Source: an optimization exercise on an open RTL-to-GDS flow (aim: small area). Production flows keep margins and buffers that such runs may drop. In this exercise RTL edits were held to simulation tests only and were not proved equivalent to the original. No activity file was given, so power comes from the tool's default toggle rates.

`flow/run.sh`:
```
#!/bin/bash
# synth_recipe.tcl (not shown) runs the flow's synth.tcl, then flattens the netlist and writes it again
# the make line also repeats each setting of config.mk as NAME=value (left out here)
make -C /OpenROAD-flow-scripts/flow DESIGN_CONFIG=/design/flow/config.mk WORK_HOME=/design/flow/orfs CLKGATE_MAP_FILE= SYNTH_SCRIPT=/design/flow/synth_recipe.tcl finish
```
`flow/config.mk`:
```
export PLATFORM = sky130hd
export DESIGN_NAME = multi_period_meter
export DESIGN_NICKNAME = multi_period_meter
export VERILOG_FILES = /design/flow/design.v
export SDC_FILE = /design/flow/constraint.sdc
export NUM_CORES = 4
export LEC_CHECK = 0
export CAP_MARGIN = 20
export CORE_MARGIN = 2
export CORE_UTILIZATION = 40
export SLEW_MARGIN = 20
```
`flow/constraint.sdc`:
```
create_clock -name core_clock -period 5.0 [get_ports {ClkIn}]
set_input_delay 1.0000 -clock core_clock [delete_from_list [all_inputs] [get_ports {ClkIn}]]
set_output_delay 1.0000 -clock core_clock [all_outputs]
set_load 0.01 [all_outputs]
```
`flow/design.v`:
```
package period_meter_pkg;
    typedef enum logic [1:0] {
        StIdle  = 2'd0,
        StArmed = 2'd1,
        StRun   = 2'd2,
        StStall = 2'd3
    } ch_state_e;
    localparam int unsigned CNT_W_DEF = 16;
    localparam logic [CNT_W_DEF-1:0] CNT_MAX = {CNT_W_DEF{1'b1}};
endpackage
module period_meter_ch #(
    parameter int unsigned CNT_W = period_meter_pkg::CNT_W_DEF
) (
    input  logic             clk_i,
    input  logic             rst_i,
    input  logic             sig_i,
    output logic [CNT_W-1:0] period_o,
    output logic [CNT_W-1:0] high_o,
    output logic             valid_o,
    output logic             ovf_o
);
    localparam logic [CNT_W-1:0] CntMax = '1;
    localparam logic [CNT_W-1:0] CntStallAt = {CntMax[CNT_W-1:1], 1'b0};
    logic             s1_q, s1_d;
    logic             s2_q, s2_d;
    logic             s3_q, s3_d;
    period_meter_pkg::ch_state_e state_q, state_d;
    logic [CNT_W-1:0] pcnt_q, pcnt_d;
    logic [CNT_W-1:0] hcnt_q, hcnt_d;
    logic [CNT_W-1:0] period_q, period_d;
    logic [CNT_W-1:0] high_q, high_d;
    logic             valid_q, valid_d;
    logic             ovf_q, ovf_d;
    logic             rise;
    logic [CNT_W-1:0] pcnt_inc;
    logic [CNT_W-1:0] hcnt_inc;
    assign rise     = s2_q & ~s3_q;
    assign pcnt_inc = (pcnt_q == CntMax) ? CntMax : pcnt_q + 1'b1;
    assign hcnt_inc = (hcnt_q == CntMax) ? CntMax : hcnt_q + 1'b1;
    always_comb begin
        s1_d     = sig_i;
        s2_d     = s1_q;
        s3_d     = s2_q;
        state_d  = state_q;
        period_d = period_q;
        high_d   = high_q;
        valid_d  = valid_q;
        ovf_d    = ovf_q;
        pcnt_d = rise ? '0 : pcnt_inc;
        if (rise) begin
            hcnt_d = {{(CNT_W-1){1'b0}}, 1'b1};
        end else if (s2_q) begin
            hcnt_d = hcnt_inc;
        end else begin
            hcnt_d = hcnt_q;
        end
        unique case (state_q)
            period_meter_pkg::StIdle: begin
                state_d = period_meter_pkg::StArmed;
            end
            period_meter_pkg::StArmed: begin
                if (rise) begin
                    state_d = period_meter_pkg::StRun;
                end
            end
            period_meter_pkg::StRun: begin
                if (rise) begin
                    period_d = pcnt_inc;
                    high_d   = hcnt_q;
                    valid_d  = 1'b1;
                    ovf_d    = 1'b0;
                end else if (pcnt_d == CntStallAt) begin
                    state_d = period_meter_pkg::StStall;
                    valid_d = 1'b0;
                    ovf_d   = 1'b1;
                end
            end
            period_meter_pkg::StStall: begin
                if (rise) begin
                    state_d  = period_meter_pkg::StRun;
                    period_d = pcnt_inc;
                    high_d   = hcnt_q;
                    valid_d  = 1'b1;
                    ovf_d    = 1'b0;
                end
            end
            default: begin
                state_d = period_meter_pkg::StIdle;
            end
        endcase
    end
    always_ff @(posedge clk_i) begin
        if (rst_i) begin
            s1_q     <= 1'b0;
            s2_q     <= 1'b0;
            s3_q     <= 1'b0;
            state_q  <= period_meter_pkg::StIdle;
            pcnt_q   <= '0;
            hcnt_q   <= '0;
            period_q <= '0;
            high_q   <= '0;
            valid_q  <= 1'b0;
            ovf_q    <= 1'b0;
        end else begin
            s1_q     <= s1_d;
            s2_q     <= s2_d;
            s3_q     <= s3_d;
            state_q  <= state_d;
            pcnt_q   <= pcnt_d;
            hcnt_q   <= hcnt_d;
            period_q <= period_d;
            high_q   <= high_d;
            valid_q  <= valid_d;
            ovf_q    <= ovf_d;
        end
    end
    assign period_o = period_q;
    assign high_o   = high_q;
    assign valid_o  = valid_q;
    assign ovf_o    = ovf_q;
endmodule
module multi_period_meter #(
    parameter int unsigned NB_CH = 24,
    parameter int unsigned CNT_W = period_meter_pkg::CNT_W_DEF,
    parameter int unsigned CH_W  = (NB_CH > 1) ? $clog2(NB_CH) : 1
) (
    input  logic             ClkIn,
    input  logic             Reset,
    input  logic [NB_CH-1:0] SigIn,
    input  logic             RdReq,
    input  logic [CH_W-1:0]  RdChan,
    output logic             RdAck,
    output logic [CNT_W-1:0] RdPeriod,
    output logic [CNT_W-1:0] RdHigh,
    output logic             RdValid,
    output logic             RdOvf
);
    logic [CNT_W-1:0] ch_period [NB_CH];
    logic [CNT_W-1:0] ch_high   [NB_CH];
    logic [NB_CH-1:0] ch_valid;
    logic [NB_CH-1:0] ch_ovf;
    for (genvar g = 0; g < NB_CH; g++) begin : gen_ch
        period_meter_ch #(
            .CNT_W (CNT_W)
        ) u_ch (
            .clk_i    (ClkIn),
            .rst_i    (Reset),
            .sig_i    (SigIn[g]),
            .period_o (ch_period[g]),
            .high_o   (ch_high[g]),
            .valid_o  (ch_valid[g]),
            .ovf_o    (ch_ovf[g])
        );
    end
    logic [CNT_W-1:0] sel_period;
    logic [CNT_W-1:0] sel_high;
    logic             sel_valid;
    logic             sel_ovf;
    logic             rd_ack_q, rd_ack_d;
    logic [CNT_W-1:0] rd_period_q, rd_period_d;
    logic [CNT_W-1:0] rd_high_q, rd_high_d;
    logic             rd_valid_q, rd_valid_d;
    logic             rd_ovf_q, rd_ovf_d;
    always_comb begin
        sel_period = '0;
        sel_high   = '0;
        sel_valid  = 1'b0;
        sel_ovf    = 1'b0;
        for (int i = 0; i < NB_CH; i++) begin
            if (RdChan == CH_W'(i)) begin
                sel_period = ch_period[i];
                sel_high   = ch_high[i];
                sel_valid  = ch_valid[i];
                sel_ovf    = ch_ovf[i];
            end
        end
    end
    always_comb begin
        rd_ack_d    = RdReq;
        rd_period_d = rd_period_q;
        rd_high_d   = rd_high_q;
        rd_valid_d  = rd_valid_q;
        rd_ovf_d    = rd_ovf_q;
        if (RdReq) begin
            rd_period_d = sel_period;
            rd_high_d   = sel_high;
            rd_valid_d  = sel_valid;
            rd_ovf_d    = sel_ovf;
        end
    end
    always_ff @(posedge ClkIn) begin
        if (Reset) begin
            rd_ack_q    <= 1'b0;
            rd_period_q <= '0;
            rd_high_q   <= '0;
            rd_valid_q  <= 1'b0;
            rd_ovf_q    <= 1'b0;
        end else begin
            rd_ack_q    <= rd_ack_d;
            rd_period_q <= rd_period_d;
            rd_high_q   <= rd_high_d;
            rd_valid_q  <= rd_valid_d;
            rd_ovf_q    <= rd_ovf_d;
        end
    end
    assign RdAck    = rd_ack_q;
    assign RdPeriod = rd_period_q;
    assign RdHigh   = rd_high_q;
    assign RdValid  = rd_valid_q;
    assign RdOvf    = rd_ovf_q;
endmodule
```
==> impl_results.md, run 1 <==
* Status: complete, no violations
* Reg2reg end: gen_ch[19].u_ch.ovf_q
* DR vias at 69600
* Async set-or-reset flop fraction in the synthesized netlist at 0%
* Placed Area at 79000 um2
* Hold_buf cts at 0
* Most frequent cell on the critical path: nor4_1
* R2r startpoint: gen_ch[19].u_ch.pcnt_q[0]
* HP Class: reg -> reg
* Clk Tree Root Cell: clkbuf_16
* Total core area at 190000 um2
* Power per Cell Area at 349 nW/um2
* Global-route wire length before repair at 417 mm
* Crit path from: gen_ch[19].u_ch.pcnt_q[0]
* Worst-Margin Slew at 1.11 ns
* Total length of routed wires at 283 mm
* Yosys warning count at 4
* Clock Sinks at 1739
* Die Wd at 441 um
* Top Ports at 67
* Global route total overflow at 0
* Worst Reg2Reg Path Length in Cells at 8
* Final TNS setup at 0 ns
* Core Rows at 160
* Port bufs at 66
* DRT iter0 DRCs at 7783
* Worst-skew pair later-pin latency at 0.85 ns
* CP Class: reg -> reg
* Die area at 194000 um2
* Fmax at 0.254 GHz
* Max-cap violations at 0
* Worst EP required at 5.79 ns
* Layout fillers at 18600
* Gr usage total at 28.3%
* Arr. time, crit path at 4.72 ns
* Hold Startpoint: gen_ch[12].u_ch.s1_q
* Static Leakage at 28.5 nW
* Clock tree buffer depth at 3
* Drt drc at 0
* Slew Limit Fails at 0
* Vias/cell at 5.87
* Commonest non-fill, non-tap cells in the layout: dfxtp_1, nor2_1, nand2_1
* Post-CTS Setup Bufs at 0
* RePlAce Congestion at 1.04
* Post-DP HPWL at 214 mm
* Hold path depth at 1
* Final ANT Viol Nets at 0
* #FFs+latches synth at 1739
* RSZ-0062 raised after global routing: false
* Hold Fails Final Rpt at 0
* Ratio of cells with drive above 1 in the final layout at 6.41%
* Critical path's slowest cell: nor4_1
* Initial Utilization at 40.2%
* Total power at 29.8 mW
* Final min period at 3.93 ns
* Post-cts repair resize count at 0
* Largest net degree at the start of global routing at 170
* Fin Clk Skew at 0.0356 ns
* Worst hold path endpoint: gen_ch[12].u_ch.s2_q
* Main flop type after synthesis: dfxtp_1
* Yosys cell types at 88
* Number of cells produced by synthesis at 9380
* Register area share after synthesis at 45.6%
* Worst-path clk slew at 0.06 ns
* Post-Place Cells at 11500
* Nets@finish at 9271
* Post-synth EDFFs at 0
* Initial antenna violation count at 18
* CP max stage delay at 0.81 ns
* Most common cell after layout, fill and taps aside: dfxtp_1
* Die Ht at 441 um
* H-tree depth at 4
* Slew margin rel. at 25.9%
* Setup-failing EPs final at 0
* Non-filler cells, final at 11900
* Final period util at 78.6%
* Vias in the first global route at 62600
* Design area at 85500 um2
* Setup crit end kind: flip-flop
* Drt pass-1 iters at 6
* Routed len/inst at 23.9 um
* Crit Path Max Fanout at 15
* Peak supply drop at 0.359 mV
* R2R setup slack at 1.07 ns
* Worst path cell trace: ha_1, nand3_1, nor4_1, nand2_1, a221oi_1, nand4b_1, nor4_1, a22o_1
* Cts bufs inserted at 187
* CTS tree: done
* Area Overhead vs Synth at 11.9%
* Syn nets at 9460
* Post-Syn Area at 76400 um2
* Avg Cell Area, Syn at 8.14 um2
* Crit start category: flip-flop
[final cells by class]
cell class                 count  area (um2)  area share, %
clock inverter                81         963           1.13
inverter                      94         354          0.414
multi-input combinational   6977       39100           45.7
sequential                  1739       34800           40.7
timing repair buffer         192        1700           1.99
antenna                       12        30.0         0.0351
tap                         2511        3140           3.68
clock buffer                 264        5410           6.33
[sequential cells by signal, indices dropped and copies added (netlist names)]
signal                cells
gen_ch.u_ch.valid_q      24
gen_ch.u_ch.ovf_q        24
gen_ch.u_ch.s3_q         24
rd_high_q                16
rd_period_q              16
gen_ch.u_ch.pcnt_q      384
rd_valid_q                1
gen_ch.u_ch.hcnt_q      384
gen_ch.u_ch.s1_q         24
gen_ch.u_ch.period_q    384
rd_ack_q                  1
gen_ch.u_ch.high_q      384
gen_ch.u_ch.state_q      48
rd_ovf_q                  1
gen_ch.u_ch.s2_q         24
[kinds of logic (layout without fill, tap and decap cells)]
kind of cell	Yosys count	after routing	synth area share [%]
and+or+nand+nor	4123	4123	24.6
AOI/OAI and AO/OA	2193	2193	17.8
DFF	1739	1739	45.6
buffers and inverters	664	631	3.31
xor gates and xnor gates	431	431	4.94
muxes	182	182	2.96
adders and majority gates	48	48	0.787
other	0	12	0
[synth_stat cells, types with 90 or more instances]
cell type,n,area share (%)
xor2_1,233,2.7
nor2b_1,130,1.1
a21oi_1,1066,7.0
o22ai_1,106,0.87
inv_1,93,0.46
a311oi_1,90,1.0
nor2_1,1350,6.6
xnor2_1,198,2.3
o21ai_0,222,1.5
nand3_1,358,2.3
nand4_1,180,1.5
and3_1,129,1.1
nand2_1,1313,6.5
clkbuf_1,486,2.4
mux2i_1,128,1.7
a211oi_1,226,2.2
dfxtp_1,1739,46
nor3_1,208,1.4
[worst max-delay path: cells and delay by family, from the launching register on]
| family | cells | cell delay (ns) |
|---|---|---|
| AOI/OAI and AO/OA | 2 | 0.67 |
| adders and majority gates | 1 | 0.29 |
| DFF | 1 | 0.48 |
| and+or+nand+nor | 5 | 2.44 |
[worst max-delay path by stage]
stage | end | slack (ns) | depth (start not counted)
floorplan | rd_period_q[7] | 1.98 | 9
global placement | rd_high_q[5] | 0.44 | 9
detailed placement | rd_high_q[6] | 0.42 | 9
CTS | gen_ch[19].u_ch.ovf_q | 1.22 | 8
global route | gen_ch[19].u_ch.ovf_q | 0.77 | 8
finish | gen_ch[19].u_ch.ovf_q | 1.07 | 8
[power by group]
group | switching [mW] | internal [mW]
Clock | 5.97 | 8.34
Combinational | 0.904 | 0.388
Sequential | 0.213 | 14.0
Total | 7.08 | 22.7
[metrics by stage]
stage	utilization, %	setup WS (ns)	hold WS (ns)
after floorplan	-	1.98	0.414
after global placement	41.6	0.437	0.414
after detailed placement	41.6	0.419	0.422
after CTS	45.0	1.22	0.436
after global routing	45.0	0.771	0.451
final	45.0	1.07	0.433
[metal layers]
metal / GRT usage (%) / share of wire [%] / vias to the layer above
li1: - / - / 32800
met1: 43.0 / 48 / 33900
met2: 39.3 / 40 / 2573
met3: 5.37 / 8.6 / 400
met4: 9.88 / 3.5 / 2
met5: 0 / 0.0046 / -
==> run 2: changes to the inputs <==
==> flow/design.v (replaced) <==
package period_meter_pkg;
    localparam int unsigned CNT_W_DEF = 16;
    localparam logic [CNT_W_DEF-1:0] CNT_MAX = {CNT_W_DEF{1'b1}};
endpackage
module period_meter_ch #(
    parameter int unsigned CNT_W = period_meter_pkg::CNT_W_DEF
) (
    input  logic             clk_i,
    input  logic             rst_i,
    input  logic             blk_i,
    input  logic             sig_i,
    output logic [CNT_W-1:0] per_o,
    output logic [CNT_W-1:0] high_o,
    output logic             lat_o,
    output logic             stall_o
);
    logic             s1_q, s2_q, s3_q;
    logic             run_q, stall_q, lat_q;
    logic [CNT_W-1:0] cnt_q, cnt_d;
    logic [CNT_W-1:0] hcap_q;
    logic [CNT_W-1:0] per_q, high_q;
    logic             rise;
    logic             inc;
    assign rise  = s2_q & ~s3_q;
    assign inc   = ~stall_q;
    assign cnt_d = rise ? CNT_W'(2) : cnt_q + CNT_W'(inc);
    always_ff @(posedge clk_i) begin
        s1_q <= sig_i & ~rst_i;
        s2_q <= s1_q;
        s3_q <= s2_q;
    end
    always_ff @(posedge clk_i) begin
        cnt_q <= cnt_d;
        if (s2_q) hcap_q <= cnt_d;
        if (rise && run_q) begin
            per_q  <= cnt_q;
            high_q <= hcap_q;
        end
    end
    always_ff @(posedge clk_i) begin
        if (rst_i) begin
            run_q   <= 1'b0;
            stall_q <= 1'b0;
            lat_q   <= 1'b0;
        end else begin
            run_q   <= run_q | (rise & ~blk_i);
            stall_q <= ~rise & (stall_q | (run_q & (&cnt_q)));
            lat_q   <= lat_q | (rise & run_q);
        end
    end
    assign per_o   = per_q;
    assign high_o  = high_q;
    assign lat_o   = lat_q;
    assign stall_o = stall_q;
endmodule
module multi_period_meter #(
    parameter int unsigned NB_CH = 24,
    parameter int unsigned CNT_W = period_meter_pkg::CNT_W_DEF,
    parameter int unsigned CH_W  = (NB_CH > 1) ? $clog2(NB_CH) : 1
) (
    input  logic             ClkIn,
    input  logic             Reset,
    input  logic [NB_CH-1:0] SigIn,
    input  logic             RdReq,
    input  logic [CH_W-1:0]  RdChan,
    output logic             RdAck,
    output logic [CNT_W-1:0] RdPeriod,
    output logic [CNT_W-1:0] RdHigh,
    output logic             RdValid,
    output logic             RdOvf
);
    logic [CNT_W-1:0] ch_per  [NB_CH];
    logic [CNT_W-1:0] ch_high [NB_CH];
    logic [NB_CH-1:0] ch_lat;
    logic [NB_CH-1:0] ch_stall;
    logic blk_q;
    always_ff @(posedge ClkIn) blk_q <= Reset;
    for (genvar g = 0; g < NB_CH; g++) begin : gen_ch
        period_meter_ch #(
            .CNT_W (CNT_W)
        ) u_ch (
            .clk_i    (ClkIn),
            .rst_i    (Reset),
            .blk_i    (blk_q),
            .sig_i    (SigIn[g]),
            .per_o    (ch_per[g]),
            .high_o   (ch_high[g]),
            .lat_o    (ch_lat[g]),
            .stall_o  (ch_stall[g])
        );
    end
    logic [CNT_W-1:0] sel_per;
    logic [CNT_W-1:0] sel_high;
    logic             sel_lat;
    logic             sel_stall;
    always_comb begin
        sel_per   = '0;
        sel_high  = '0;
        sel_lat   = 1'b0;
        sel_stall = 1'b0;
        for (int i = 0; i < NB_CH; i++) begin
            if (RdChan == CH_W'(i)) begin
                sel_per   = sel_per   | ch_per[i];
                sel_high  = sel_high  | ch_high[i];
                sel_lat   = sel_lat   | ch_lat[i];
                sel_stall = sel_stall | ch_stall[i];
            end
        end
    end
    logic             rd_ack_q;
    logic [CNT_W-1:0] rd_period_q;
    logic [CNT_W-1:0] rd_high_q;
    logic             rd_valid_q;
    logic             rd_ovf_q;
    always_ff @(posedge ClkIn) begin
        if (Reset) begin
            rd_ack_q    <= 1'b0;
            rd_period_q <= '0;
            rd_high_q   <= '0;
            rd_valid_q  <= 1'b0;
            rd_ovf_q    <= 1'b0;
        end else begin
            rd_ack_q <= RdReq;
            if (RdReq) begin
                rd_period_q <= sel_lat ? sel_per  - 1'b1 : '0;
                rd_high_q   <= sel_lat ? sel_high - 1'b1 : '0;
                rd_valid_q  <= sel_lat & ~sel_stall;
                rd_ovf_q    <= sel_stall;
            end
        end
    end
    assign RdAck    = rd_ack_q;
    assign RdPeriod = rd_period_q;
    assign RdHigh   = rd_high_q;
    assign RdValid  = rd_valid_q;
    assign RdOvf    = rd_ovf_q;
endmodule
--- a/flow/config.mk
+++ b/flow/config.mk
@@ -7,5 +7,7 @@
 export LEC_CHECK = 0
 export CAP_MARGIN = 20
 export CORE_MARGIN = 2
-export CORE_UTILIZATION = 40
+export CORE_UTILIZATION = 60
+export CTS_BUF_LIST = sky130_fd_sc_hd__clkbuf_4 sky130_fd_sc_hd__clkbuf_8
+export CTS_CLUSTER_SIZE = 30
 export SLEW_MARGIN = 20
==> run 2 against run 1 <==
  * Clock power shrank 15%
  * Critical endpoint is now rd_high_q[13]
  * Utilization grew 24 points
  * Power is 4.9% higher
  * Maximum frequency down 4.5%
  * Largest cell class is now registers
  * Synthesized cell count down 53%
  * Final cell count fell by 46%
  * Non-clock buffer count rose by 111
  * Highest routed layer unchanged
  * Register-to-register slack improved by 0.30 ns
  * First-iteration DRC count fell by 7.4%
  * Cell area decreased by 16%
==> impl_results.md, run 2 <==
* Status: complete, no violations
* H-tree depth at 5
* Yosys cell types at 83
* Post-cts repair resize count at 0
* Initial antenna violation count at 32
* Async set-or-reset flop fraction in the synthesized netlist at 0%
* Core Rows at 118
* Cts bufs inserted at 275
* Drt pass-1 iters at 7
* Post-DP HPWL at 186 mm
* Reg2reg end: rd_high_q[13]
* Non-filler cells, final at 6435
* Worst-path clk slew at 0.06 ns
* R2r startpoint: gen_ch[12].u_ch.high_q[9]
* Syn nets at 4511
* Clock tree buffer depth at 4
* CTS tree: done
* RSZ-0062 raised after global routing: false
* Register area share after synthesis at 73.4%
* Most common cell after layout, fill and taps aside: edfxtp_1
* Initial Utilization at 60.5%
* Die Ht at 327 um
* Top Ports at 67
* Port bufs at 66
* Final min period at 4.11 ns
* Static Leakage at 25.8 nW
* Largest net degree at the start of global routing at 67
* DR vias at 42300
* Crit Path Max Fanout at 28
* Area Overhead vs Synth at 14.6%
* Arr. time, crit path at 4.98 ns
* Layout fillers at 6703
* Peak supply drop at 0.395 mV
* Final core occ at 69.3%
* Avg Cell Area, Syn at 14.1 um2
* Commonest non-fill, non-tap cells in the layout: edfxtp_1, dfxtp_1, nor2_1
* Nets@finish at 4918
* Fmax at 0.243 GHz
* Synth top area cells: edfxtp_1, dfxtp_1, xor2_1
* Most common cell in the netlist: edfxtp_1
* Worst Reg2Reg Path Length in Cells at 9
* Total power at 31.3 mW
* DRT iter0 DRCs at 7209
* Fin Clk Skew at 0.0771 ns
* Hold Startpoint: gen_ch[23].u_ch.s1_q
* Setup crit end kind: flip-flop
* Worst-skew pair later-pin latency at 0.98 ns
* Number of cells produced by synthesis at 4429
* Worst-Margin Slew at 1.23 ns
* R2R setup slack at 1.37 ns
* Die area at 107000 um2
* HP Class: reg -> reg
* Global-route wire length before repair at 326 mm
* Post-Syn Area at 62500 um2
* Hold path depth at 0
* Most frequent cell on the critical path: buf_4
* Routed len/inst at 37.8 um
* Worst path cell trace: buf_4, buf_4, mux2i_1, o22ai_1, nor3_1, nand3_1, a2111o_1, or4b_4, nor3_2, xnor2_1, a32o_1
* Post-Place Cells at 5938
* Final ANT Viol Nets at 0
* #FFs+latches synth at 1716
* Worst EP required at 5.86 ns
* Clock Sinks at 1716
* Final period util at 82.3%
* Post-CTS Setup Bufs at 0
* Pre-CTS setup slack at 0.157 ns
* Hold Fails Final Rpt at 0
* Power per Cell Area at 437 nW/um2
* Max-cap violations at 0
* Critical path's slowest cell: nor3_1
* Total length of routed wires at 243 mm
* CP Class: in -> reg
* Hold_buf cts at 0
* CP max stage delay at 0.61 ns
* Final WS setup at 0.887 ns
* Slew margin rel. at 18.0%
* Slew Limit Fails at 0
* Post-synth EDFFs at 1152
* Total core area at 103000 um2
* Setup-failing EPs final at 0
* Vias/cell at 6.57
* Gr usage total at 45.6%
* Ratio of cells with drive above 1 in the final layout at 16.0%
* Vias in the first global route at 39900
* Yosys warning count at 4
* RePlAce Congestion at 1.10
* Worst hold path endpoint: gen_ch[23].u_ch.s2_q
* Synth area leader: edfxtp_1
* Global route total overflow at 0
* Clk Tree Root Cell: clkbuf_8
* Crit start category: input pin
* Drt drc at 0
* Die Wd at 327 um
* Main flop type after synthesis: edfxtp_1
* Commonest cells in the netlist: edfxtp_1, dfxtp_1, nor2_1, nand2_1, xor2_1
* Post-synth top area share at 55.4%
run 2: changes by cell type in the layout (fill, tap and decap cells not counted), sizes merged, moves of 152 or more:
cell    before   now
edfxtp       0  1152
nor2      1350   467
dfxtp     1739   564
a21oi     1066   109
nand2     1313   270
nand3      359   168
a22oi       48   200
a211oi     226     4
run 2: power breakdown:
| group | switching [mW] | total [mW] | internal [mW] |
|---|---|---|---|
| registers | 0.876 | 17.0 | 16.1 |
| logic | 1.27 | 2.07 | 0.791 |
| clock network | 5.47 | 12.2 | 6.76 |
| total | 7.62 | 31.3 | 23.6 |
run 2: critical path: cells and delay by family:
| kind | cells | cell delay (ns) |
|---|---|---|
| buf+inv | 2 | 0.70 |
| simple gates | 4 | 1.58 |
| xor+xnor | 1 | 0.14 |
| compound gates | 3 | 0.97 |
| mux | 1 | 0.57 |
run 2: worst max-delay path by stage:
stage	slack, ns	from	endpoint
finish	0.89	RdChan[0]	rd_high_q[13]
global route	0.89	RdChan[4]	rd_period_q[13]
CTS	1.17	RdChan[0]	rd_high_q[13]
detailed placement	0.16	RdChan[0]	rd_high_q[13]
global placement	-0.70	RdChan[1]	rd_high_q[11]
floorplan	1.50	RdChan[2]	rd_period_q[15]
run 2: layout make-up:
type                       instances  area [um2]  share of cell area (%)
sequential                      1716       45900                    64.1
multi-input combinational       2503       15700                    21.9
clock buffer                     409        5040                    7.04
timing repair buffer             303        2560                    3.58
tap                             1380        1730                    2.41
clock inverter                    70         518                   0.723
inverter                          37         140                   0.196
antenna                           17        42.5                  0.0594
run 2: cells by family after synthesis:
kind of cell,Yosys count,share of synthesized area [%]
flops,1716,73.4
simple gates,1524,12.3
compound gates,539,5.98
xor+xnor,305,4.27
buf+inv,210,1.57
mux,85,1.41
fa+ha+maj,50,1.00
run 2: layer usage:
metal / vias up / routed length, um / GRT usage, % / share of wire [%]
met1: 20800 / 87700 / 59.2 / 36
met3: 767 / 30200 / 13.8 / 12
li1: 17300 / - / - / -
met4: 18 / 22000 / 34.8 / 9.0
met2: 3359 / 103000 / 64.8 / 43
met5: - / 116 / 0 / 0.048
run 2: per-stage QoR:
stage / TNS [ns] / cell area [um2] / hold WS [ns]
2_1_floorplan: 0 / 62500 / 0.310
3_5_place_dp: 0 / 66000 / 0.312
4_1_cts: 0 / 71500 / 0.311
3_3_place_gp: -5.80 / 66000 / 0.310
6_report: 0 / 71600 / 0.309
5_1_grt: 0 / 71600 / 0.313
==> run 3: changes to the inputs <==
--- a/flow/config.mk
+++ b/flow/config.mk
@@ -7,7 +7,5 @@
 export LEC_CHECK = 0
 export CAP_MARGIN = 20
 export CORE_MARGIN = 2
-export CORE_UTILIZATION = 60
-export CTS_BUF_LIST = sky130_fd_sc_hd__clkbuf_4 sky130_fd_sc_hd__clkbuf_8
-export CTS_CLUSTER_SIZE = 30
+export CORE_UTILIZATION = 40
 export SLEW_MARGIN = 20
==> run 3 against run 2 <==
  * Sequential share of layout area fell by 1.3 points
  * Via count fell by 5.7%
  * Cell area rose by 2.0%
  * First-iteration DRC count fell by 24%
  * Combinational power barely moved
  * Clock-buffer cell count fell by 183
  * Synthesized area did not move
  * Worst setup slack got worse by 0.31 ns
  * Final cell count rose by 9.0%
  * Utilization fell by 22 points
  * Global-route usage fell by 15 points
  * Largest cell class unchanged
  * Largest power group unchanged
==> impl_results.md, run 3 <==
* Vias in the first global route at 37200
* Post-Syn Area at 62500 um2
* Clk Tree Root Cell: clkbuf_16
* Worst-Margin Slew at 1.25 ns
* Vias/cell at 5.68
* R2r startpoint: gen_ch[4].u_ch.high_q[0]
* Drt drc at 0
* Avg Cell Area, Syn at 14.1 um2
* Worst Reg2Reg Path Length in Cells at 12
* Hold Fails Final Rpt at 0
* Pre-CTS setup slack at -0.264 ns
* Power per Cell Area at 437 nW/um2
* Reg2reg end: rd_high_q[5]
* Routed len/inst at 35.5 um
* Static Leakage at 25.9 nW
* Fin Clk Skew at 0.0567 ns
* Post-synth EDFFs at 1152
* Post-CTS Setup Bufs at 0
* Worst-skew pair later-pin latency at 0.83 ns
* Peak supply drop at 0.348 mV
* Initial Utilization at 40.1%
* Hold_buf cts at 0
* Largest net degree at the start of global routing at 50
* RePlAce Congestion at 1.09
* Nets@finish at 4879
* Global-route wire length before repair at 327 mm
* Final WS setup at 0.575 ns
* Commonest non-fill, non-tap cells in the layout: edfxtp_1, dfxtp_1, nor2_1
* Hold path depth at 0
* Design area at 73100 um2
* CP Class: in -> reg
* Ratio of cells with drive above 1 in the final layout at 13.6%
* Most common cell in the netlist: edfxtp_1
* Syn nets at 4511
* Number of cells produced by synthesis at 4429
* Synth area leader: edfxtp_1
* Area Overhead vs Synth at 16.9%
* Largest delay contributor family on the critical path: compound AO/OA/AOI/OAI gates
* Initial antenna violation count at 23
* Final min period at 4.43 ns
* Clock Sinks at 1716
* Crit Path Max Fanout at 31
* Clock tree buffer depth at 3
* #FFs+latches synth at 1716
* Setup crit end kind: flip-flop
* Max-cap violations at 0
* Slew margin rel. at 16.0%
* Total power at 31.9 mW
* Worst EP required at 5.70 ns
* Post-cts repair resize count at 0
* Top Ports at 67
* Worst path cell trace: buf_4, buf_12, mux2i_1, o22ai_1, a2111oi_0, buf_4, and4_1, nand3b_1, buf_4, nor3_1, buf_4, nand3_1, xnor2_1, o21ai_0
* Core Rows at 145
* Most common cell after layout, fill and taps aside: edfxtp_1
* Final period util at 88.5%
* Yosys warning count at 4
* Post-DP HPWL at 195 mm
* Main flop type after synthesis: edfxtp_1
* Worst-path clk slew at 0.06 ns
* Status: complete, no violations
* Die Wd at 399 um
* R2R setup slack at 1.12 ns
* Slew Limit Fails at 0
* DR vias at 39900
* Worst hold path endpoint: gen_ch[12].u_ch.s2_q
* Crit start category: input pin
* Placed Area at 67300 um2
* CP max stage delay at 0.84 ns
* Setup-failing EPs final at 0
* Gr usage total at 31.0%
* Cts bufs inserted at 172
* Async set-or-reset flop fraction in the synthesized netlist at 0%
* HP Class: reg -> reg
* Yosys cell types at 83
* Hold Startpoint: gen_ch[12].u_ch.s1_q
* CTS tree: done
* Die Ht at 399 um
* Register area share after synthesis at 73.4%
* RSZ-0062 raised after global routing: false
* Fmax at 0.226 GHz
* Final ANT Viol Nets at 0
* Commonest cells in the netlist: edfxtp_1, dfxtp_1, nor2_1, nand2_1, xor2_1
* Global route total overflow at 0
* Worst path bufs/invs at 5
* Most frequent cell on the critical path: buf_4
* Synth top area cells: edfxtp_1, dfxtp_1, xor2_1
* Port bufs at 66
* Total core area at 156000 um2
* H-tree depth at 4
* Post-synth top area share at 55.4%
* Total length of routed wires at 249 mm
* Hold WS at 0.318 ns
* Critical path's slowest cell: a2111oi_0
* Arr. time, crit path at 5.12 ns
* Die area at 159000 um2
* DRT iter0 DRCs at 5492
* Drt pass-1 iters at 8
run 3: how the worst max path moves through the flow:
stage	startpoint	end	slack (ns)	cells past startpoint
after global routing	RdChan[1]	rd_high_q[5]	0.66	14
after global placement	RdChan[1]	rd_high_q[5]	-0.27	14
after CTS	RdChan[1]	rd_high_q[5]	0.62	14
after detailed placement	RdChan[1]	rd_high_q[5]	-0.26	14
after floorplan	RdChan[2]	rd_period_q[15]	1.50	11
final	RdChan[1]	rd_high_q[5]	0.57	14
run 3: power breakdown:
group          internal [mW]  leakage, nW  total [mW]  switching [mW]
Combinational          0.822         7.48        2.06            1.24
Clock                   7.24         2.78        12.9            5.70
Sequential              16.1         15.7        16.9           0.842
run 3: layout make-up:
class | count | area, um2
Clock buffer | 226 | 4690
Clock inverter | 99 | 1060
Sequential cell | 1716 | 45900
Tap cell | 2058 | 2570
Antenna cell | 6 | 15.0
Fill cell | 13700 | 82600
Timing Repair Buffer | 367 | 3010
Multi-Input combinational cell | 2503 | 15700
Inverter | 37 | 140
run 3: worst register-to-register path: stages (launching register included):
cell       delay, ns
edfxtp_1        0.40
mux2i_1         0.46
o22ai_1         0.33
a2111oi_0       0.84
buf_4           0.22
and4_1          0.28
nand3b_1        0.15
buf_4           0.16
nor3_1          0.20
buf_4           0.16
nand3_1         0.09
xnor2_1         0.37
o21ai_0         0.13
run 3: kinds of logic after synthesis:
logic type      share of synthesized area [%]
compound gates                           5.98
xor+xnor                                 4.27
fa+ha+maj                                1.00
buf+inv                                  1.57
flops                                    73.4
mux                                      1.41
simple gates                             12.3
run 3: metrics by stage:
step                      cells  utilization [%]  TNS [ns]
after global routing       7006             46.9         0
after floorplan            4429                -         0
after detailed placement   6681             43.2     -1.13
after global placement     6680             43.2     -1.49
final                      7012             46.9         0
after CTS                  7006             46.9         0
run 3: routing by layer:
metal  track usage [%]  up-vias  wire [um]
met5                 0        -         74
met4              16.6       10      15000
met3              5.00      391      19000
met2              45.8     1993     108000
met1              43.7    20300     107000
li1                  -    17200          -
==> run 4: changes to the inputs <==
--- a/flow/design.v
+++ b/flow/design.v
@@ -23,7 +23,7 @@
     logic             inc;
     assign rise  = s2_q & ~s3_q;
     assign inc   = ~stall_q;
-    assign cnt_d = rise ? CNT_W'(2) : cnt_q + CNT_W'(inc);
+    assign cnt_d = rise ? CNT_W'(1) : cnt_q + CNT_W'(inc);
     always_ff @(posedge clk_i) begin
         s1_q <= sig_i & ~rst_i;
         s2_q <= s1_q;
@@ -44,7 +44,7 @@
             lat_q   <= 1'b0;
         end else begin
             run_q   <= run_q | (rise & ~blk_i);
-            stall_q <= ~rise & (stall_q | (run_q & (&cnt_q)));
+            stall_q <= ~rise & (stall_q | (run_q & (cnt_q == {{(CNT_W-1){1'b1}}, 1'b0})));
             lat_q   <= lat_q | (rise & run_q);
         end
     end
@@ -122,8 +122,8 @@
         end else begin
             rd_ack_q <= RdReq;
             if (RdReq) begin
-                rd_period_q <= sel_lat ? sel_per  - 1'b1 : '0;
-                rd_high_q   <= sel_lat ? sel_high - 1'b1 : '0;
+                rd_period_q <= sel_lat ? sel_per  : '0;
+                rd_high_q   <= sel_lat ? sel_high : '0;
                 rd_valid_q  <= sel_lat & ~sel_stall;
                 rd_ovf_q    <= sel_stall;
             end
--- a/flow/config.mk
+++ b/flow/config.mk
@@ -7,5 +7,9 @@
 export LEC_CHECK = 0
 export CAP_MARGIN = 20
 export CORE_MARGIN = 2
-export CORE_UTILIZATION = 40
+export CORE_UTILIZATION = 50
+export CTS_BUF_LIST = sky130_fd_sc_hd__clkbuf_8
+export CTS_CLUSTER_DIAMETER = 60
+export CTS_CLUSTER_SIZE = 12
+export GPL_TIMING_DRIVEN = 0
 export SLEW_MARGIN = 20
==> run 4 against run 3 <==
  * Sequential share of layout area rose by 5.5 points
  * Maximum frequency is 3.8% higher
  * Register-to-register slack better by 1.1 ns
  * Clock power shrank 39%
  * Non-clock buffer count fell by 114
  * Clock-buffer cell count down 57
  * Clock skew decreased by 0.0070 ns
  * Via count decreased by 7.5%
  * Sequential power is essentially flat
  * Synthesized cell count decreased by 4.9%
  * Critical path depth shrank 3
  * Critical endpoint is now rd_period_q[7]
  * Largest power group unchanged
  * Highest routed layer unchanged
==> impl_results.md, run 4 <==
* Global-route wire length before repair at 259 mm
* Worst-path clk slew at 0.08 ns
* Post-synthesis mux area share at 0.653%
* Worst EP required at 5.78 ns
* RSZ-0062 raised after global routing: false
* Hold_buf cts at 0
* CTS tree: done
* Final period util at 85.2%
* Number of cells produced by synthesis at 4210
* Slew Limit Fails at 0
* Syn nets at 4290
* Crit start category: input pin
* Die Wd at 353 um
* RePlAce Congestion at 1.05
* Routed len/inst at 29.8 um
* Combinational family with the most area after synthesis: simple AND/OR/NAND/NOR gates
* Hold Fails Final Rpt at 0
* Worst-skew pair later-pin latency at 0.93 ns
* Post-synth top area share at 56.8%
* Most common cell in the netlist: edfxtp_1
* Total length of routed wires at 185 mm
* Design area at 67200 um2
* Setup-failing EPs final at 0
* Worst-Margin Slew at 1.19 ns
* Simple-gate share of the synthesized area at 11.0%
* Initial antenna violation count at 11
* Core Rows at 128
* HP Class: reg -> reg
* Peak supply drop at 0.266 mV
* Main flop type after synthesis: edfxtp_1
* Post-Syn Area at 60900 um2
* CP Class: in -> reg
* Avg Cell Area, Syn at 14.5 um2
* Yosys cell types at 62
* Commonest cells in the netlist: edfxtp_1, dfxtp_1, nor2_1, a22oi_1, nand2_1
* Initial Utilization at 50.2%
* Largest net degree at the start of global routing at 34
* Crit Path Max Fanout at 10
* Final min period at 4.26 ns
* Post-CTS Setup Bufs at 0
* Status: complete, no violations
* Post-cts repair resize count at 0
* Register area share after synthesis at 75.3%
* Synth top area cells: edfxtp_1, dfxtp_1, a22oi_1
* Final ANT Viol Nets at 0
* Compound-Gate Fraction of Synth Area at 6.66%
* Most common cell after layout, fill and taps aside: edfxtp_1
* DRT iter0 DRCs at 5084
* Non-filler cells, final at 6229
* Adder-cell share of the synthesized area at 0.986%
* Slew margin rel. at 20.6%
* Yosys warning count at 4
* Top Ports at 67
* Power per Cell Area at 390 nW/um2
* Placed Area at 64300 um2
* Final TNS setup at 0 ns
* Post-DP HPWL at 139 mm
* Clk Tree Root Cell: clkbuf_8
* Arr. time, crit path at 5.04 ns
* Ratio of cells with drive above 1 in the final layout at 7.44%
* Global route total overflow at 0
* Max-cap violations at 0
* Area Overhead vs Synth at 10.3%
* Clock tree buffer depth at 3
* Drt drc at 0
* Die area at 125000 um2
* DR vias at 36900
* Post-Place Cells at 5926
* Final WS setup at 0.738 ns
* XOR/XNOR share of the synthesized area at 3.95%
* Cts bufs inserted at 163
* H-tree depth at 4
* Static Leakage at 23.5 nW
* Nets@finish at 4547
* Total core area at 121000 um2
* Pre-CTS setup slack at 0.0134 ns
* Clock Sinks at 1716
* Async set-or-reset flop fraction in the synthesized netlist at 0%
* #FFs+latches synth at 1716
* Setup crit end kind: flip-flop
* Vias in the first global route at 34800
* Fmax at 0.235 GHz
* Layout fillers at 10200
* Drt pass-1 iters at 7
* Die Ht at 353 um
* Fin Clk Skew at 0.0497 ns
* Synth area leader: edfxtp_1
* Vias/cell at 5.92
* Post-synth EDFFs at 1152
* Gr usage total at 29.7%
* Hold WS at 0.319 ns
* Port bufs at 66
* Commonest non-fill, non-tap cells in the layout: edfxtp_1, dfxtp_1, nor2_1
==> run 4: where the power goes <==
group	internal (mW)	switching (mW)
clock	3.22	4.71
sequential	15.9	0.730
combinational	0.600	1.01
total	19.8	6.45
==> run 4: metal layers <==
metal,GRT usage (%),wire length [um]
met5,0,21
met4,12.8,8820
met3,5.86,16500
met2,43.1,80000
met1,43.6,80200
==> run 4: final cells by class <==
| type | instances | area (um2) | area share, % |
|---|---|---|---|
| flip-flops and latches | 1716 | 45900 | 68.3 |
| multi-input cells | 2293 | 14200 | 21.2 |
| clock buffers | 169 | 2330 | 3.46 |
| well taps | 1625 | 2030 | 3.03 |
| repair buffers | 92 | 1290 | 1.92 |
| plain buffers | 161 | 702 | 1.04 |
| clock inverters | 128 | 571 | 0.849 |
| inverters | 40 | 150 | 0.223 |
| diodes | 5 | 12.5 | 0.0186 |
==> run 4: cell families (layout without fill, tap and decap cells) <==
kind of cell | count (synthesis) | in the layout
flip-flops | 1716 | 1716
AND/OR/NAND/NOR | 1355 | 1355
AO/OA/AOI/OAI | 577 | 577
multiplexers | 38 | 38
buffers and inverters | 201 | 590
adder cells (fa/ha/maj) | 48 | 48
other | 0 | 5
XOR/XNOR | 275 | 275
==> run 4: final timing paths <==
kind	startpoint	endpoint	slack, ns	depth (start not counted)
worst min-delay path	gen_ch[10].u_ch.s1_q	gen_ch[10].u_ch.s2_q	0.32	0
worst min register to register	gen_ch[10].u_ch.s1_q	gen_ch[10].u_ch.s2_q	0.32	0
worst max register to register	gen_ch[20].u_ch.s2_q	gen_ch[20].u_ch.hcap_q[3]	2.24	4
worst max-delay path	RdChan[0]	rd_period_q[7]	0.74	11
==> run 4: stage by stage <==
stage / utilization [%] / total power, mW
after floorplan: - / 17.7
after global routing: 55.3 / 27.1
after detailed placement: 52.9 / 18.6
after CTS: 55.3 / 26.3
final: 55.3 / 26.2
after global placement: 52.4 / 18.5
==> run 4: worst max-delay path, stage by stage <==
cell and delay (ns):
clkdlybuf4s50_1 0.64, buf_4 0.27, buf_4 0.24, buf_4 0.25, buf_2 0.36, mux2i_1 0.35, nor2_1 0.07, a21oi_1 0.32
nand4_1 0.49, nor4_1 0.90, o32ai_1 0.14
==> run 5: changes to the inputs <==
==> flow/flow/run.sh (new file) <==
#!/bin/bash
# Standard layout, with two changes: CTS without dummy loads, and the port
# buffers are the smallest buffer. Each tool's output goes to its own log here.
set -o pipefail
cp standard.sh standard.sh.txt 2>/dev/null
export CTS_ARGS="-sink_clustering_enable -repair_clock_nets -buf_list sky130_fd_sc_hd__clkbuf_8 -sink_clustering_size 12 -sink_clustering_max_diameter 60 -dont_use_dummy_load"
export BUFFER_PORTS_ARGS="-buffer_cell sky130_fd_sc_hd__buf_1"
bash standard.sh > standard.log 2>&1
==> flow/standard.sh (new file) <==
#!/bin/bash
# synth_recipe.tcl (not shown) runs the flow's synth.tcl, then flattens the netlist and writes it again
# the make line also repeats each setting of config.mk as NAME=value (left out here)
make -C /OpenROAD-flow-scripts/flow DESIGN_CONFIG=/design/flow/config.mk WORK_HOME=/design/flow/orfs CLKGATE_MAP_FILE= SYNTH_SCRIPT=/design/flow/synth_recipe.tcl "${@:-finish}"
removed: flow/run.sh
==> run 5 against run 4 <==
  * Still clean on timing, DRC and antenna
  * First-iteration DRC count fell by 3.5%
  * Global-route usage fell by 0.33 points
  * Power is 2.5% lower
  * Clock skew increased by 0.022 ns
  * Register-to-register slack better by 0.02 ns
  * Non-clock buffer count stayed put
  * Routed wire length down 0.63%
  * Clock power is 7.9% lower
  * Synthesized area unchanged
  * Highest routed layer unchanged
==> impl_results.md, run 5 <==
* Crit Path Max Fanout at 10
* Final TNS setup at 0 ns
* Commonest non-fill, non-tap cells in the layout: edfxtp_1, dfxtp_1, nor2_1
* Main flop type after synthesis: edfxtp_1
* Number of cells produced by synthesis at 4210
* Clock tree buffer depth at 3
* Final core occ at 54.5%
* Die Ht at 353 um
* Nets@finish at 4548
* Ratio of cells with drive above 1 in the final layout at 7.21%
* Fmax at 0.250 GHz
* Clk Tree Root Cell: clkbuf_8
* Setup crit end kind: flip-flop
* Clock Sinks at 1716
* Post-Syn Area at 60900 um2
* Last element of the critical path: rd_period_q[7]
* R2r startpoint: gen_ch[20].u_ch.s2_q
* Port bufs at 66
* #FFs+latches synth at 1716
* Syn nets at 4290
* Static Leakage at 22.6 nW
* Slew margin rel. at 21.2%
* Slew Limit Fails at 0
* Register area share after synthesis at 75.3%
* Cts bufs inserted at 164
* Final period util at 79.9%
* Worst EP required at 5.72 ns
* Worst-Margin Slew at 1.18 ns
* Initial antenna violation count at 20
* Power per Cell Area at 386 nW/um2
* Routed len/inst at 30.2 um
* Worst-skew pair later-pin latency at 0.86 ns
* Final ANT Viol Nets at 0
* RePlAce Congestion at 1.03
* Arr. time, crit path at 4.72 ns
* CP Class: in -> reg
* Drt pass-1 iters at 8
* Max-cap violations at 0
* Hold_buf cts at 0
* RSZ-0062 raised after global routing: false
* Yosys cell types at 62
* H-tree depth at 4
* Area Overhead vs Synth at 8.59%
* Worst-path clk slew at 0.08 ns
* Top Ports at 67
* Reg2reg end: gen_ch[20].u_ch.high_q[11]
* Total core area at 121000 um2
* Post-DP HPWL at 139 mm
* Async set-or-reset flop fraction in the synthesized netlist at 0%
* Setup-failing EPs final at 0
* Fin Clk Skew at 0.0719 ns
* Final min period at 4.00 ns
* Post-synth EDFFs at 1152
* DR vias at 36700
* Vias in the first global route at 34200
* Post-CTS Setup Bufs at 0
* Peak supply drop at 0.242 mV
* Synth area leader: edfxtp_1
* R2R setup slack at 2.26 ns
* Hold Fails Final Rpt at 0
* DRT iter0 DRCs at 4905
* Crit start category: input pin
* Post-synth top area share at 56.8%
* Post-cts repair resize count at 0
* Commonest cells in the netlist: edfxtp_1, dfxtp_1, nor2_1, a22oi_1, nand2_1
* Crit path from: RdChan[0]
* Worst Reg2Reg Path Length in Cells at 4
* Die area at 125000 um2
* Largest net degree at the start of global routing at 34
* Total length of routed wires at 184 mm
* CTS tree: done
* Core Rows at 128
* Most common cell in the netlist: edfxtp_1
* Avg Cell Area, Syn at 14.5 um2
* Drt drc at 0
* Gr usage total at 29.3%
* Initial Utilization at 50.2%
* HP Class: in -> reg
* Most common cell after layout, fill and taps aside: edfxtp_1
* Status: complete, no violations
* Yosys warning count at 4
* Die Wd at 353 um
* Global route total overflow at 0
* Synth top area cells: edfxtp_1, dfxtp_1, a22oi_1
* Vias/cell at 6.03
* Global-route wire length before repair at 256 mm
-- run 5: cell counts after synthesis --
Identical to the previous run, type by type.
-- run 5: kinds of logic (layout without fill, tap and decap cells) --
kind of cell    after synthesis  in the layout  share of synthesized area (%)
simple gates               1355           1355                           11.0
compound gates              577            577                           6.66
flops                      1716           1716                           75.3
other cells                   0              2                              0
buf+inv                     201            457                           1.38
xor+xnor                    275            275                           3.95
fa+ha+maj                    48             48                          0.986
mux                          38             38                          0.653
-- run 5: worst min path at each step --
stage / cells after the start / startpoint / slack, ns / to
after floorplan: 0 / gen_ch[0].u_ch.s1_q / 0.31 / gen_ch[0].u_ch.s2_q
after global placement: 0 / gen_ch[17].u_ch.s1_q / 0.31 / gen_ch[17].u_ch.s2_q
after detailed placement: 0 / gen_ch[0].u_ch.s1_q / 0.31 / gen_ch[0].u_ch.s2_q
after CTS: 2 / SigIn[3] / 0.24 / gen_ch[3].u_ch.s1_q
after global routing: 2 / SigIn[9] / 0.29 / gen_ch[9].u_ch.s1_q
final: 2 / SigIn[3] / 0.31 / gen_ch[3].u_ch.s1_q
-- run 5: power breakdown --
| part | leakage [nW] | total, mW | switching, mW | internal [mW] |
|---|---|---|---|---|
| registers | 15.8 | 16.7 | 0.729 | 16.0 |
| clock network | 1.18 | 7.30 | 4.39 | 2.92 |
| logic | 5.62 | 1.57 | 0.988 | 0.578 |
-- run 5: worst max-delay path, cell delays in order --
cell and delay (ns):
buf_1 0.27, buf_4 0.27, buf_4 0.24, buf_4 0.25, buf_2 0.36, mux2i_1 0.38
nor2_1 0.08, a21oi_1 0.29, nand4_1 0.53, nor4_1 0.88, o32ai_1 0.14
-- run 5: layer usage --
metal,global-route usage [%],up-vias,wire length [um]
li1,-,16100,-
met1,43.0,18600,79300
met2,43.5,1703,80800
met3,5.61,281,16600
met4,11.3,12,7550
met5,0,-,70
-- run 5: area by class of cell --
type | count | area [um2]
diodes | 2 | 5.00
plain buffers | 161 | 701
clock buffers | 164 | 2260
fillers | 10200 | 55300
inverters | 40 | 150
multi-input cells | 2293 | 14200
flip-flops and latches | 1716 | 45900
well taps | 1625 | 2030
repair buffers | 92 | 888
-- run 5: stage by stage --
stage	power (mW)	hold WS, ns	cells	instance area (um2)	setup WS [ns]
3_5_place_dp	18.5	0.312	5927	63900	0.372
3_3_place_gp	18.5	0.310	5901	63200	0.368
4_1_cts	25.6	0.243	6091	66100	1.31
5_1_grt	26.4	0.290	6092	66100	1.03
2_1_floorplan	17.7	0.310	4210	60900	2.35
6_report	25.6	0.310	6093	66100	1.00
==> run 6: changes to the inputs <==
--- a/flow/design.v
+++ b/flow/design.v
@@ -32,10 +32,8 @@
     always_ff @(posedge clk_i) begin
         cnt_q <= cnt_d;
         if (s2_q) hcap_q <= cnt_d;
-        if (rise && run_q) begin
-            per_q  <= cnt_q;
-            high_q <= hcap_q;
-        end
+        if (rise) per_q <= cnt_q;
+        if (rise) high_q <= hcap_q;
     end
     always_ff @(posedge clk_i) begin
         if (rst_i) begin
==> flow/flow/run.sh (replaced) <==
#!/bin/bash
# The standard layout (standard.sh), with two changes made through the
# environment that ORFS reads:
#   - CTS without dummy loads (same clustering and buffer as config.mk);
#   - the port buffers are the smallest buffer, sky130_fd_sc_hd__buf_1.
# standard.sh's full output (synthesis through the final report) is in
# standard.log here; ORFS's per-step logs are under orfs/logs/.
set -o pipefail
export CTS_ARGS="-sink_clustering_enable -repair_clock_nets -buf_list sky130_fd_sc_hd__clkbuf_8 -sink_clustering_size 16 -sink_clustering_max_diameter 70 -dont_use_dummy_load"
export BUFFER_PORTS_ARGS="-buffer_cell sky130_fd_sc_hd__buf_1"
bash standard.sh > standard.log 2>&1
--- a/flow/config.mk
+++ b/flow/config.mk
@@ -9,7 +9,7 @@
 export CORE_MARGIN = 2
 export CORE_UTILIZATION = 50
 export CTS_BUF_LIST = sky130_fd_sc_hd__clkbuf_8
-export CTS_CLUSTER_DIAMETER = 60
-export CTS_CLUSTER_SIZE = 12
+export CTS_CLUSTER_DIAMETER = 70
+export CTS_CLUSTER_SIZE = 16
 export GPL_TIMING_DRIVEN = 0
 export SLEW_MARGIN = 20
==> run 6 against run 5 <==
  * Synthesized area down 0.52%
  * Sequential power is 2% higher
  * Still clean on timing, DRC and antenna
  * Largest power group unchanged
  * Critical path depth down 1
  * Via count down 1.7%
==> impl_results.md, run 6 <==
* Hold_buf cts at 0
* Register area share after synthesis at 75.7%
* Commonest cells in the netlist: edfxtp_1, dfxtp_1, nor2_1, a22oi_1, xor2_1
* Global route total overflow at 0
* Final WS setup at 0.666 ns
* Fin Clk Skew at 0.104 ns
* Slew Limit Fails at 0
* Static Leakage at 22.7 nW
* Yosys cell types at 65
* Final TNS setup at 0 ns
* Total length of routed wires at 186 mm
* CP Class: in -> reg
* Core Rows at 127
* Syn nets at 4190
* Avg Cell Area, Syn at 14.7 um2
* Non-filler cells, final at 5956
* RSZ-0062 raised after global routing: false
* Met3 Wirelength at 20.4 mm
* RePlAce Congestion at 1.05
* Setup-failing EPs final at 0
* Total core area at 120000 um2
* Final min period at 4.33 ns
* Worst Reg2Reg Path Length in Cells at 5
* Post-DP HPWL at 141 mm
* Post-CTS Setup Bufs at 0
* Worst hold path endpoint: gen_ch[17].u_ch.s1_q
* Reg2reg end: rd_high_q[10]
* #FFs+latches synth at 1716
* Slew margin rel. at 14.5%
* Area Overhead vs Synth at 7.92%
* Post-Syn Area at 60600 um2
* Worst-skew pair later-pin latency at 0.91 ns
* Hold WS at 0.284 ns
* Crit Path Max Fanout at 11
* Worst EP required at 5.85 ns
* Die area at 124000 um2
* Hold path depth at 2
* Synth area leader: edfxtp_1
* Cts bufs inserted at 130
* Setup crit end kind: flip-flop
* Post-synth EDFFs at 1152
* Worst-path clk slew at 0.10 ns
* Yosys warning count at 4
* Die Wd at 352 um
* Final core occ at 54.4%
* Synth top area cells: edfxtp_1, dfxtp_1, a22oi_1
* Fmax at 0.231 GHz
* Status: complete, no violations
* Vias in the first global route at 33500
* Clock tree buffer depth at 3
* R2R setup slack at 2.03 ns
* Final ANT Viol Nets at 0
* Port bufs at 66
* Initial antenna violation count at 10
* Final period util at 86.7%
* Hold Startpoint: SigIn[17]
* Gr usage total at 29.8%
* Die Ht at 352 um
* Vias/cell at 6.07
* Peak supply drop at 0.261 mV
* Initial Utilization at 50.4%
* Design area at 65400 um2
* Most common cell in the netlist: edfxtp_1
* Global-route wire length before repair at 256 mm
* Post-cts repair resize count at 0
* Top Ports at 67
* Arr. time, crit path at 5.18 ns
* DR top layer: met5
* Hold Fails Final Rpt at 0
* Worst-Margin Slew at 1.28 ns
* Most common cell after layout, fill and taps aside: edfxtp_1
* Max-cap violations at 0
* Clock Sinks at 1716
* Ratio of cells with drive above 1 in the final layout at 6.09%
* Async set-or-reset flop fraction in the synthesized netlist at 0%
* CTS tree: done
* Post-Place Cells at 5817
* Crit start category: input pin
* Main flop type after synthesis: edfxtp_1
* Power per Cell Area at 388 nW/um2
* Placed Area at 63600 um2
* Largest net degree at the start of global routing at 33
* HP Class: in -> reg
* DRT iter0 DRCs at 5818
* Total power at 25.4 mW
* Routed len/inst at 31.2 um
* Post-synth top area share at 57.1%
* Drt pass-1 iters at 8
* Clk Tree Root Cell: clkbuf_8
* Number of cells produced by synthesis at 4110
* Drt drc at 0
* DR vias at 36100
* Layout fillers at 9978
* Met1 wire length at 79.5 mm
* Commonest non-fill, non-tap cells in the layout: edfxtp_1, dfxtp_1, nor2_1
* Pre-CTS setup slack at 0.0878 ns
* H-tree depth at 4
* R2r startpoint: gen_ch[10].u_ch.high_q[10]
* Metal2 WL at 77.1 mm
* Nets@finish at 4417
run 6: cell types whose count changed in the layout (fill, tap and decap cells not counted), moves of 25 or more:
cell      delta
a22oi_1     +61
nor2_1      -63
and3_1      +27
mux2i_1     -25
or4_1       +26
nand2_1     -33
clkbuf_8    -34
nor4_1      -30
run 6: worst max path at each step:
stage / start / to / slack (ns) / cells after the start
after global placement: RdChan[2] / rd_high_q[1] / -0.07 / 9
final: RdChan[4] / rd_high_q[1] / 0.67 / 10
after CTS: RdChan[4] / rd_high_q[1] / 1.07 / 10
after floorplan: RdChan[2] / rd_high_q[10] / 2.11 / 8
after detailed placement: RdChan[4] / rd_high_q[1] / 0.09 / 10
after global routing: RdChan[4] / rd_high_q[1] / 0.75 / 10
run 6: cells by family after synthesis:
family / Yosys count / share of synthesized area [%]
mux: 13 / 0.225
compound gates: 609 / 7.09
buf+inv: 188 / 1.27
flops: 1716 / 75.7
xor+xnor: 280 / 4.05
simple gates: 1256 / 10.7
fa+ha+maj: 48 / 0.991
run 6: cell type report:
type | instances | area, um2 | share of cell area [%]
Antenna cell | 9 | 22.5 | 0.0344
Clock buffer | 130 | 1790 | 2.74
Tap cell | 1612 | 2020 | 3.08
Inverter | 29 | 109 | 0.166
Timing Repair Buffer | 95 | 913 | 1.40
Multi-Input combinational cell | 2206 | 14000 | 21.3
Buffer | 159 | 699 | 1.07
Sequential cell | 1716 | 45900 | 70.2
run 6: report_power, final:
| part | internal, mW | switching [mW] | total, mW |
|---|---|---|---|
| Clock | 2.34 | 4.23 | 6.57 |
| Sequential | 16.2 | 0.851 | 17.1 |
| Combinational | 0.608 | 1.09 | 1.70 |
run 6: worst max-delay path: stages:
cell and delay (ns):
buf_1 0.18, buf_2 0.25, nor3b_2 0.93, and2_1 0.23, clkbuf_1 0.35, clkbuf_1 0.83
a22oi_1 0.57, nand4_1 0.25, or3_1 0.38, a22o_1 0.18
run 6: per-layer routing:
layer / global-route usage (%) / vias up
met2: 41.5 / 1856
met5: 0 / -
met3: 7.57 / 302
met4: 13.3 / 2
met1: 44.1 / 18200
li1: - / 15800
==> run 7: changes to the inputs <==
--- a/flow/design.v
+++ b/flow/design.v
@@ -23,7 +23,13 @@
     logic             inc;
     assign rise  = s2_q & ~s3_q;
     assign inc   = ~stall_q;
-    assign cnt_d = rise ? CNT_W'(1) : cnt_q + CNT_W'(inc);
+    for (genvar i = 0; i < CNT_W; i++) begin : gen_cnt
+        if (i == 0) begin : g0
+            assign cnt_d[i] = rise | (cnt_q[i] ^ inc);
+        end else begin : gi
+            assign cnt_d[i] = ~rise & (cnt_q[i] ^ (inc & (&cnt_q[i-1:0])));
+        end
+    end
     always_ff @(posedge clk_i) begin
         s1_q <= sig_i & ~rst_i;
         s2_q <= s1_q;
==> run 7 against run 6 <==
  * Still clean
  * Synthesized area shrank 0.76%
  * Worst hold slack gained 0.0087 ns
  * Routed wire length decreased by 12%
  * First-iteration DRC count is 28% lower
  * Non-clock buffer count increased by 7
  * Sequential share of layout area rose by 0.62 points
  * Worst setup slack improved by 0.46 ns
  * Critical path depth stayed put
  * Maximum frequency is 12% higher
  * Combinational power is essentially flat
  * Critical path type unchanged
==> impl_results.md, run 7 <==
* CP Class: in -> reg
* Global-route wire length before repair at 229 mm
* Most common cell in the netlist: edfxtp_1
* Crit Path Max Fanout at 10
* Initial antenna violation count at 17
* DRT iter0 DRCs at 4174
* Initial Utilization at 50.3%
* Post-synth top area share at 57.5%
* Hold Fails Final Rpt at 0
* Global route total overflow at 0
* Drt drc at 0
* HP Class: reg -> reg
* Post-CTS Setup Bufs at 0
* Vias in the first global route at 32200
* R2r startpoint: gen_ch[0].u_ch.stall_q
* Port bufs at 66
* Cts bufs inserted at 120
* Design area at 64800 um2
* Hold path depth at 0
* Most common cell after layout, fill and taps aside: edfxtp_1
* Post-cts repair resize count at 0
* Routed len/inst at 27.9 um
* Worst path cell trace: buf_1, buf_2, nor3b_1, nor2b_1, clkbuf_1, clkbuf_1, a22oi_1, nand4_1, or3_1, a22o_1
* #FFs+latches synth at 1716
* Worst-Margin Slew at 1.17 ns
* Slew Limit Fails at 0
* Number of cells produced by synthesis at 4049
* Setup-failing EPs final at 0
* Synth area leader: edfxtp_1
* Total core area at 120000 um2
* Die Wd at 351 um
* Static Leakage at 22.3 nW
* Arr. time, crit path at 4.69 ns
* Layout fillers at 9883
* Nets@finish at 4322
* RePlAce Congestion at 0.993
* Largest net degree at the start of global routing at 34
* Async set-or-reset flop fraction in the synthesized netlist at 0%
* Drt pass-1 iters at 9
* DR vias at 33900
* Area Overhead vs Synth at 7.78%
* Yosys warning count at 4
* Slew margin rel. at 21.6%
* Status: complete, no violations
* Clock Sinks at 1716
* Crit start category: input pin
* Avg Cell Area, Syn at 14.9 um2
* Total power at 25.0 mW
* Fin Clk Skew at 0.0617 ns
* Fmax at 0.258 GHz
* Max-cap violations at 0
* Ratio of cells with drive above 1 in the final layout at 6.68%
* Power per Cell Area at 386 nW/um2
* Hold Startpoint: gen_ch[23].u_ch.s1_q
* Final min period at 3.88 ns
* Die area at 123000 um2
* Clock tree buffer depth at 3
* Worst hold path endpoint: gen_ch[23].u_ch.s2_q
* Total length of routed wires at 164 mm
* Worst-path clk slew at 0.10 ns
* Post-Syn Area at 60100 um2
* Commonest non-fill, non-tap cells in the layout: edfxtp_1, dfxtp_1, nor2_1
* Gr usage total at 26.6%
* Commonest cells in the netlist: edfxtp_1, dfxtp_1, nor2_1, a22oi_1, xor2_1
* Worst Reg2Reg Path Length in Cells at 6
* Yosys cell types at 59
* Worst-skew pair later-pin latency at 0.86 ns
* Setup crit end kind: flip-flop
* RSZ-0062 raised after global routing: false
* Worst EP required at 5.81 ns
* Clk Tree Root Cell: clkbuf_8
* Most frequent cell on the critical path: clkbuf_1
* Core Rows at 127
* Vias/cell at 5.76
* H-tree depth at 3
* Final ANT Viol Nets at 0
* Die Ht at 351 um
* Peak supply drop at 0.255 mV
* Top Ports at 67
* Register area share after synthesis at 76.3%
* Post-synth EDFFs at 1152
* Reg2reg end: gen_ch[0].u_ch.hcap_q[14]
* Final period util at 77.5%
* Post-DP HPWL at 123 mm
* Critical path's slowest cell: clkbuf_1
* Main flop type after synthesis: edfxtp_1
* CTS tree: done
* CP max stage delay at 0.75 ns
* Final TNS setup at 0 ns
* Synth top area cells: edfxtp_1, dfxtp_1, a22oi_1
* Placed Area at 63100 um2
* R2R setup slack at 2.27 ns
* Syn nets at 4105
* Hold_buf cts at 0
run 7: changes by cell type in the layout (fill, tap and decap cells not counted), sizes merged, moves of 25 or more:
cell	delta
or4	-25
nor2	+51
a22oi	-41
and4	-36
mux2	+27
nor4	+45
nor2b	-32
nor3	+27
xnor2	+78
a21oi	-42
o21ai	-37
a222oi	+29
run 7: worst max path at each step:
stage / startpoint / to / slack [ns] / depth (start not counted)
global placement: RdChan[1] / rd_period_q[10] / 0.28 / 9
CTS: RdChan[1] / rd_period_q[14] / 1.35 / 10
floorplan: RdChan[1] / rd_high_q[10] / 2.03 / 8
global route: RdChan[1] / rd_period_q[14] / 1.24 / 10
detailed placement: RdChan[1] / rd_period_q[14] / 0.39 / 10
finish: RdChan[1] / rd_period_q[14] / 1.12 / 10
run 7: cell type report:
cell class,instances,area [um2],area share [%]
Antenna cell,5,12.5,0.0193
Inverter,28,105,0.162
Buffer,166,726,1.12
Tap cell,1612,2020,3.11
Clock buffer,120,1650,2.55
Sequential cell,1716,45900,70.8
Timing Repair Buffer,95,891,1.37
Multi-Input combinational cell,2139,13500,20.9
run 7: logic make-up after synthesis:
logic type	share of synthesized area, %
flops	76.3
simple gates	9.91
compound gates	6.29
xor+xnor	5.04
buf+inv	1.32
mux	0.649
fa+ha+maj	0.499
run 7: metrics by stage:
step	worst slack, ns	cells	hold slack, ns	utilization (%)
floorplan	2.03	4049	0.310	-
global placement	0.280	5727	0.310	52.2
detailed placement	0.389	5756	0.312	52.7
CTS	1.35	5876	0.231	54.1
global route	1.24	5879	0.258	54.2
finish	1.12	5881	0.292	54.2
run 7: routing by layer:
metal / up-vias / global-route usage [%] / part of all wire (%)
met1: 17000 / 38.5 / 44
met3: 222 / 5.53 / 8.4
li1: 15500 / - / -
met2: 1239 / 41.0 / 45
met4: 16 / 7.21 / 2.9
met5: - / 0 / 0.059
run 7: worst max-delay path, delay by kind of cell:
kind	cells	cell delay [ns]
buffers and inverters	4	1.91
AND/OR/NAND/NOR	4	1.30
AO/OA/AOI/OAI	2	0.44
run 7: power breakdown:
part	leakage [nW]	internal (mW)	switching (mW)	total, mW
sequential	16.0	16.3	0.751	17.0
combinational	5.42	0.623	1.10	1.72
clock	0.863	2.14	4.13	6.27
total	22.3	19.0	5.98	25.0

==> separate check: timing with driven ports <==
Ports are ideal in the flow. The routed layouts listed here were re-timed in OpenROAD. Step 1 assumes that a clkbuf_16 drives the clock port and a buf_2 every other input. Step 2 moves the port delays by t, midway between the first and last clock arrival at a register: inputs arrive t later, outputs are due t later. That takes back most of the time a late clock gives input paths. a / b / c = ideal / step 1 / step 2; a / b = the first two.
run | shift t [ns] | setup slack, ns | hold WS [ns]
run 1 | 0.925 | 1.070 / 1.070 / 0.198 | 0.433 / 0.433 / 0.433
run 2 | 1.018 | 0.887 / 0.932 / -0.086 | 0.309 / 0.309 / 0.309
run 3 | 0.893 | 0.575 / 0.634 / -0.259 | 0.318 / 0.318 / 0.318
run 4 | 0.974 | 0.738 / 0.783 / -0.191 | 0.319 / 0.319 / 0.319
run 5 | 0.907 | 1.003 / 1.048 / 0.141 | 0.310 / 0.264 / 0.325
run 6 | 0.936 | 0.666 / 0.715 / -0.221 | 0.284 / 0.234 / 0.309
run 7 | 0.924 | 1.125 / 1.177 / 0.253 | 0.292 / 0.262 / 0.292
With both steps, setup timing fails in run 2, run 3, run 4 and run 6, where it was met with ideal ports. For run 2, which loses most, drivers alone change the setup slack by +0.045 ns; drivers and shift together by -0.973 ns.
